Background: an optimization exercise with open tools, aiming at small area, a short achievable clock period and few clock cycles per item. Do not read the settings as production practice. Only simulation tests tie the RTL to the original design; equivalence was not proved. No activity file was given, so power comes from the tool's default toggle rates.

==> design.v <==
`default_nettype none
package tidq_pkg;
    localparam int DEPTH_DEF    = 16;
    localparam int ID_WIDTH_DEF = 16;
    localparam int CMD_W  = 3;
    localparam int STAT_W = 2;
    localparam int POS_W  = 4;
    localparam logic [CMD_W-1:0] CMD_PUSH_FRONT = 3'd0;
    localparam logic [CMD_W-1:0] CMD_PUSH_BACK  = 3'd1;
    localparam logic [CMD_W-1:0] CMD_POP_FRONT  = 3'd2;
    localparam logic [CMD_W-1:0] CMD_POP_BACK   = 3'd3;
    localparam logic [CMD_W-1:0] CMD_REMOVE     = 3'd4;
    localparam logic [CMD_W-1:0] CMD_FIND       = 3'd5;
    localparam logic [STAT_W-1:0] ST_OK    = 2'd0;
    localparam logic [STAT_W-1:0] ST_EMPTY = 2'd1;
    localparam logic [STAT_W-1:0] ST_FULL  = 2'd2;
    typedef enum logic [1:0] {
        S_IDLE,
        S_EXEC,
        S_SCAN,
        S_RESP
    } state_t;
    typedef enum logic [1:0] {
        CELL_HOLD,
        CELL_SHIFT_LEFT,
        CELL_SHIFT_RIGHT,
        CELL_WRITE
    } cell_op_t;
    typedef struct packed {
        cell_op_t op;
        logic     wr;
    } cell_ctl_t;
endpackage
`default_nettype wire
`default_nettype none
module thread_id_deque_with_keyed_removal (
    input  wire logic        clk,
    input  wire logic        rst_n,
    input  wire logic        cmd_valid,
    output logic             cmd_ready,
    input  wire logic [2:0]  cmd,
    input  wire logic [15:0] thread_id,
    output logic             rsp_valid,
    input  wire logic        rsp_ready,
    output logic      [1:0]  status,
    output logic      [15:0] result_id,
    output logic      [3:0]  position,
    output logic      [4:0]  entry_count
);
    localparam int N = 16;
    localparam int W = 16;
    logic          c_v;
    logic [2:0]    c_cmd;
    logic [W-1:0]  c_key;
    logic          rdy_reg;
    logic [W-1:0]  slot [N];
    logic [4:0]    count;
    logic          o_v, s_v;
    logic [26:0]   o_word, s_word;
    logic          fire;
    logic          accept;
    logic [N-1:0]  vld;
    logic [N-1:0]  m;
    logic [N-1:0]  lm;
    logic          full, empty, found;
    logic [N-1:0]  tail_oh;
    logic [W-1:0]  tail_val;
    logic [3:0]    pos;
    logic          is_pf, is_pb, is_of, is_ob, is_rm, is_fd;
    logic [1:0]    x_stat;
    logic [W-1:0]  x_id;
    logic [3:0]    x_pos;
    logic [4:0]    x_cnt;
    logic [26:0]   x_word;
    assign fire   = c_v && !s_v;
    assign accept = cmd_valid && rdy_reg;
    assign is_pf = c_cmd == 3'd0;
    assign is_pb = c_cmd == 3'd1;
    assign is_of = c_cmd == 3'd2;
    assign is_ob = c_cmd == 3'd3;
    assign is_rm = c_cmd == 3'd4;
    assign is_fd = c_cmd == 3'd5;
    assign full  = count[4];
    assign empty = count == 5'd0;
    always_comb
    begin
        for (int i = 0; i < N; i++)
        begin
            vld[i] = count > 5'(i);
            m[i]   = vld[i] && (slot[i] == c_key);
        end
        lm[0] = m[0];
        for (int i = 1; i < N; i++)
            lm[i] = lm[i-1] | m[i];
        for (int i = 0; i < N - 1; i++)
            tail_oh[i] = vld[i] && !vld[i+1];
        tail_oh[N-1] = vld[N-1];
    end
    assign found = lm[N-1];
    assign pos[3] = !lm[7];
    assign pos[2] = (!lm[3] && lm[7]) || !lm[11];
    assign pos[1] = (!lm[1] && lm[3]) || (!lm[5] && lm[7]) || (!lm[9] && lm[11]) || !lm[13];
    assign pos[0] = (!lm[0] && lm[1]) || (!lm[2] && lm[3]) || (!lm[4] && lm[5]) || (!lm[6] && lm[7])
                 || (!lm[8] && lm[9]) || (!lm[10] && lm[11]) || (!lm[12] && lm[13]) || !lm[14];
    always_comb
    begin
        tail_val = '0;
        for (int i = 0; i < N; i++)
            tail_val = tail_val | ({W{tail_oh[i]}} & slot[i]);
    end
    always_comb
    begin
        x_stat = 2'd0;
        x_id   = '0;
        x_pos  = '0;
        x_cnt  = count;
        if (is_pf || is_pb)
        begin
            if (full) x_stat = 2'd2;
            else      x_cnt  = count + 5'd1;
        end
        else if (is_of || is_ob)
        begin
            if (empty) x_stat = 2'd1;
            else
            begin
                x_id  = is_of ? slot[0] : tail_val;
                x_cnt = count - 5'd1;
            end
        end
        else if (is_rm || is_fd)
        begin
            if (!found) x_stat = 2'd1;
            else
            begin
                x_id  = c_key;
                x_pos = pos;
                if (is_rm) x_cnt = count - 5'd1;
            end
        end
        x_word = {x_stat, x_id, x_pos, x_cnt};
    end
    always_ff @(posedge clk)
    begin
        if (fire)
        begin
            for (int i = 0; i < N; i++)
            begin
                if (is_pf && !full)
                    slot[i] <= (i == 0) ? c_key : slot[i == 0 ? 0 : i-1];
                else if (is_pb && !vld[i])
                    slot[i] <= c_key;
                else if (is_of || (is_rm && lm[i]))
                    slot[i] <= (i == N - 1) ? c_key : slot[i == N - 1 ? i : i+1];
            end
        end
    end
    always_ff @(posedge clk or negedge rst_n)
    begin
        if (!rst_n)
        begin
            c_v     <= 1'b0;
            rdy_reg <= 1'b1;
            o_v     <= 1'b0;
            s_v     <= 1'b0;
            count   <= '0;
        end
        else
        begin
            logic c_v_n, s_v_n, o_v_n;
            c_v_n = accept || (c_v && !fire);
            o_v_n = o_v;
            s_v_n = s_v;
            if (o_v && rsp_ready)
            begin
                o_v_n = s_v;
                s_v_n = 1'b0;
            end
            if (fire)
            begin
                if (o_v_n) s_v_n = 1'b1;
                else       o_v_n = 1'b1;
            end
            c_v     <= c_v_n;
            o_v     <= o_v_n;
            s_v     <= s_v_n;
            rdy_reg <= !c_v_n || !s_v_n;
            if (fire)
                count <= x_cnt;
        end
    end
    always_ff @(posedge clk)
    begin
        if (accept)
        begin
            c_cmd <= cmd;
            c_key <= thread_id;
        end
        if (!o_v || rsp_ready)
            o_word <= s_v ? s_word : x_word;
        if (fire && o_v && !rsp_ready)
            s_word <= x_word;
    end
    assign cmd_ready   = rdy_reg;
    assign rsp_valid   = o_v;
    assign status      = o_word[26:25];
    assign result_id   = o_word[24:9];
    assign position    = o_word[8:5];
    assign entry_count = o_word[4:0];
endmodule
`default_nettype wire
==> run.sh <==
#!/bin/bash
# synth_recipe.tcl (not shown) runs the flow's synth.tcl, then flattens the netlist and writes it again
# the make line also repeats each setting of config.mk as NAME=value (left out here)
make -C /OpenROAD-flow-scripts/flow DESIGN_CONFIG=/design/flow/config.mk WORK_HOME=/design/flow/orfs CLKGATE_MAP_FILE= SYNTH_SCRIPT=/design/flow/synth_recipe.tcl finish
==> config.mk <==
export PLATFORM = sky130hd
export DESIGN_NAME = thread_id_deque_with_keyed_removal
export DESIGN_NICKNAME = thread_id_deque_with_keyed_removal
export VERILOG_FILES = /design/flow/design.v
export SDC_FILE = /design/flow/constraint.sdc
export NUM_CORES = 4
export LEC_CHECK = 0
export CAP_MARGIN = 20
export CORE_MARGIN = 2
export CORE_UTILIZATION = 40
export SLEW_MARGIN = 20
==> constraint.sdc <==
create_clock -name core_clock -period 5.0 [get_ports {clk}]
set_input_delay 1.0000 -clock core_clock [delete_from_list [all_inputs] [get_ports {clk}]]
set_output_delay 1.0000 -clock core_clock [all_outputs]
set_load 0.01 [all_outputs]
==> notes.md <==
[worst register-to-register path, stage by stage (launching register included)]
cell       delay (ns)
edfxtp_1         0.79
buf_4            0.57
xor2_1           0.18
nand4bb_1        0.22
or4_1            0.62
and4b_1          0.44
nand2_1          0.37
o21ai_0          0.13
a31oi_1          0.45
buf_4            0.33
[routing by layer]
metal,GRT usage [%],vias to the layer above
li1,-,7714
met2,46.90,1310
met3,9.932,351
met4,16.59,0
met1,43.78,8949
met5,0,-
[stage by stage]
step                      hold slack [ns]  setup WS (ns)
after floorplan                    0.4958          1.443
after global placement             0.5114         0.7794
after detailed placement           0.5148         0.7887
after CTS                          0.5267         0.7547
after global routing               0.5338         0.6262
final                              0.5277         0.5811
[cell families (layout without fill, tap and decap cells)]
kind of cell               Yosys count  after routing  share of synthesized area [%]
and+or+nand+nor                    525            525                          11.27
DFF                                338            338                          46.73
xor gates and xnor gates           261            261                          10.57
muxes                              281            281                          13.32
other                                0              1                              0
adders and majority gates            5              5                         0.2893
AOI/OAI and AO/OA                  477            477                          13.73
buffers and inverters              194            223                          4.090
[cell usage after synthesis, types with 4 or more instances]
master,instances,area (um2)
buf_1,13,48.80
edfxtp_1,329,9879
a222oi_1,32,320.3
buf_4,16,120.1
o32ai_1,4,35.03
a31oi_1,17,106.4
a21o_1,18,135.1
xor2_1,183,1603
nand2_1,313,1175
nand3_1,17,85.08
nor2b_1,8,50.05
a21oi_1,38,190.2
mux2_2,51,574.3
nand4_1,38,237.7
ha_1,5,62.56
a22oi_1,49,367.9
buf_2,41,205.2
a221oi_1,16,140.1
o21ai_0,258,1291
a211oi_1,18,135.1
mux2i_1,229,2292
nand2b_1,12,75.07
nor3_1,20,100.1
and2_1,6,37.54
dfrtp_1,8,200.2
inv_1,8,30.03
clkbuf_1,109,409.1
xnor2_1,78,683.2
buf_6,6,67.56
nor4_1,45,281.5
nor2_1,37,138.9
[final timing paths]
| kind | start | endpoint | slack [ns] | cells after the start |
|---|---|---|---|---|
| max in group asynchronous | rst_n | rdy_reg$_DFF_PN1_ | 3.91 | 1 |
| min in group asynchronous | rst_n | s_v$_DFF_PN0_ | 0.73 | 1 |
| max | c_key[9]$_DFFE_PP_ | slot[7][10]$_DFFE_PP_ | 0.58 | 9 |
| min reg2reg | c_v$_DFF_PN0_ | c_v$_DFF_PN0_ | 0.53 | 1 |
| max reg2reg | c_key[9]$_DFFE_PP_ | slot[7][10]$_DFFE_PP_ | 0.58 | 9 |
| min | c_v$_DFF_PN0_ | c_v$_DFF_PN0_ | 0.53 | 1 |
[power breakdown]
group	switching [uW]	internal, uW	total [uW]
logic	1630	1010	2640
registers	583	3640	4220
clock network	1300	1770	3070
[final cells by class]
type | instances | area [um2]
Inverter | 9 | 33.78
Clock buffer | 50 | 1060
Multi-Input combinational cell | 1549 | 10760
Sequential cell | 338 | 10110
Tap cell | 696 | 870.8
Antenna cell | 1 | 2.502
Clock inverter | 24 | 259.0
Timing Repair Buffer | 140 | 1241
Fill cell | 5096 | 29260
==> reports/results.txt <==
Status - complete, no violations
Fin nets - 2107
Transition time of the tightest slew-check pin - 1.112 ns
Hold Crit Class - reg2reg
Gr ovfl total - 0
H-tree depth reported by CTS - 2
Hpwl dp - 65.39 mm
Most used cell, CP - buf_4
Max layer used - met4
M1 WL - 36.55 mm
Leak pwr - 0.009020 uW
Placed inst area - 23020 um2
Max Freq - 226.3 MHz
Fin Setup TNS - 0 ns
GP Congestion - 1.084
Worst clock skew - 0.03202 ns
Final hold vios - 0
Most common cell after layout, fill and taps aside - edfxtp_1
Flop and latch count out of synthesis - 338
Crit Path Max Fanout - 25
Setup crit end kind - register
Post-CTS Repair Setup Buffers - 0
Cell area after synthesis - 21630 um2
Power Total - 9933 uW
Yosys cell types - 73
Vias in the first global route - 17.29k
Post-synth EDFFs - 329
Max-cap viol count - 0
Final setup fails - 0
CTS resizes - 0
Slew Viols, Final - 0
Sink Count - 338
Via count - 18.32k
CP Cell Sequence - buf_4 -> xor2_1 -> nand4bb_1 -> or4_1 -> and4b_1 -> nand2_1 -> o21ai_0 -> a31oi_1 -> buf_4
Met3 WL - 11.47 mm
Most frequent cells in the layout - 329 x edfxtp_1, 313 x nand2_1, 258 x o21ai_0
Synth warn - 2
Ports - 52
Clock latency on the worst-skew pair - 0.60 ns
Final design utilization - 45.40%
Die W - 236.5 um
Max FFs per register - 256
Critical Path AT - 4.69 ns
Critical path buffer and inverter count - 2
P&R area growth vs syn - 12.53%
Layout cells sized above 1 - 11.42%
Pwr Density - 408.1 nW/um2
Post-Layout Cell Count - 2807
Mean routed wirelength per cell - 33.00 um
Initial core utilization - 40.35%
Row count - 85
Top reg by flops - slot
Async S/R FF share, synth - 2.663%
CP required - 5.27 ns
Routed wire length - 92.63 mm
Largest net degree at the start of global routing - 130
Post-CTS Hold Fix Bufs - 0
CP peak stage delay - 0.79 ns
Slowest cell on crit path - edfxtp_1
Met2 WL - 38.83 mm
Register area share after synthesis - 46.73%
DRT Pass-1 Iters - 10
Clk Tree Root Cell - clkbuf_16
DRT antenna net count - 0
Clock slew at reported path FFs - 0.06 ns
Average cell area after synthesis - 10.39 um2
Die Ht - 236.5 um
Vias per cell - 6.528
Slew margin rel. - 25.84%
Maximum resistive drop on vdd - 249.6 uV
Ys flop type - edfxtp_1
Regs by FF count - slot x256, o_word x27, s_word x27
RSZ-0062 raised after global routing - no
IO buf count - 51
Die Area - 55940 um2
Clock Path Buffers - 3
Syn_nets - 2109
GRT Overall Usage - 32.44%
Final instance area - 24340 um2
First DRT Iteration DRCs - 2829
Final Cycle Share - 88.38%
Placed insts - 2732
Crit Path Class - reg2reg
First-pass GRT wire length - 130.6 mm
Cell family with the largest share of critical-path delay - simple AND/OR/NAND/NOR gates
Startpoint types - register
Total CTS buffers - 41
Core area - 53600 um2
Initial antenna violation count - 1
TritonCTS clock tree - done
Post-Synthesis Cells - 2081
DRC violations left - 0
Minimum clock period - 4.419 ns
Testbench counts, summed over its fixed seeds: cycles 4,816, items 4,800.

afterwards: timing with drivers on the ports:
In the flow no input, the clock included, has a driving cell. The finished layout below was timed again as built, in two steps. Step 1 sets driving cells, clkbuf_16 on the clock port and buf_2 on the other inputs (assumed; they add their load-dependent delay and slew). Step 2 adds t to the input delays and takes it off the output delays; t is the mean of the earliest and latest rising clock arrival at the registers after step 1. Input paths then give back, and output paths get back, about the clock's delay inside the block. a / b / c = ideal ports / drivers / drivers and shift; a / b = the first two.
t, ns: 0.648
setup slack, ns: 0.581 / 0.581 / 0.581
hold slack, ns: 0.528 / 0.528 / 0.528
worst slew at a driven data input, ns: 0.04
After both steps this run still meets setup and hold. For this run, drivers alone change the setup slack by 0.000 ns; drivers and shift together by 0.000 ns.
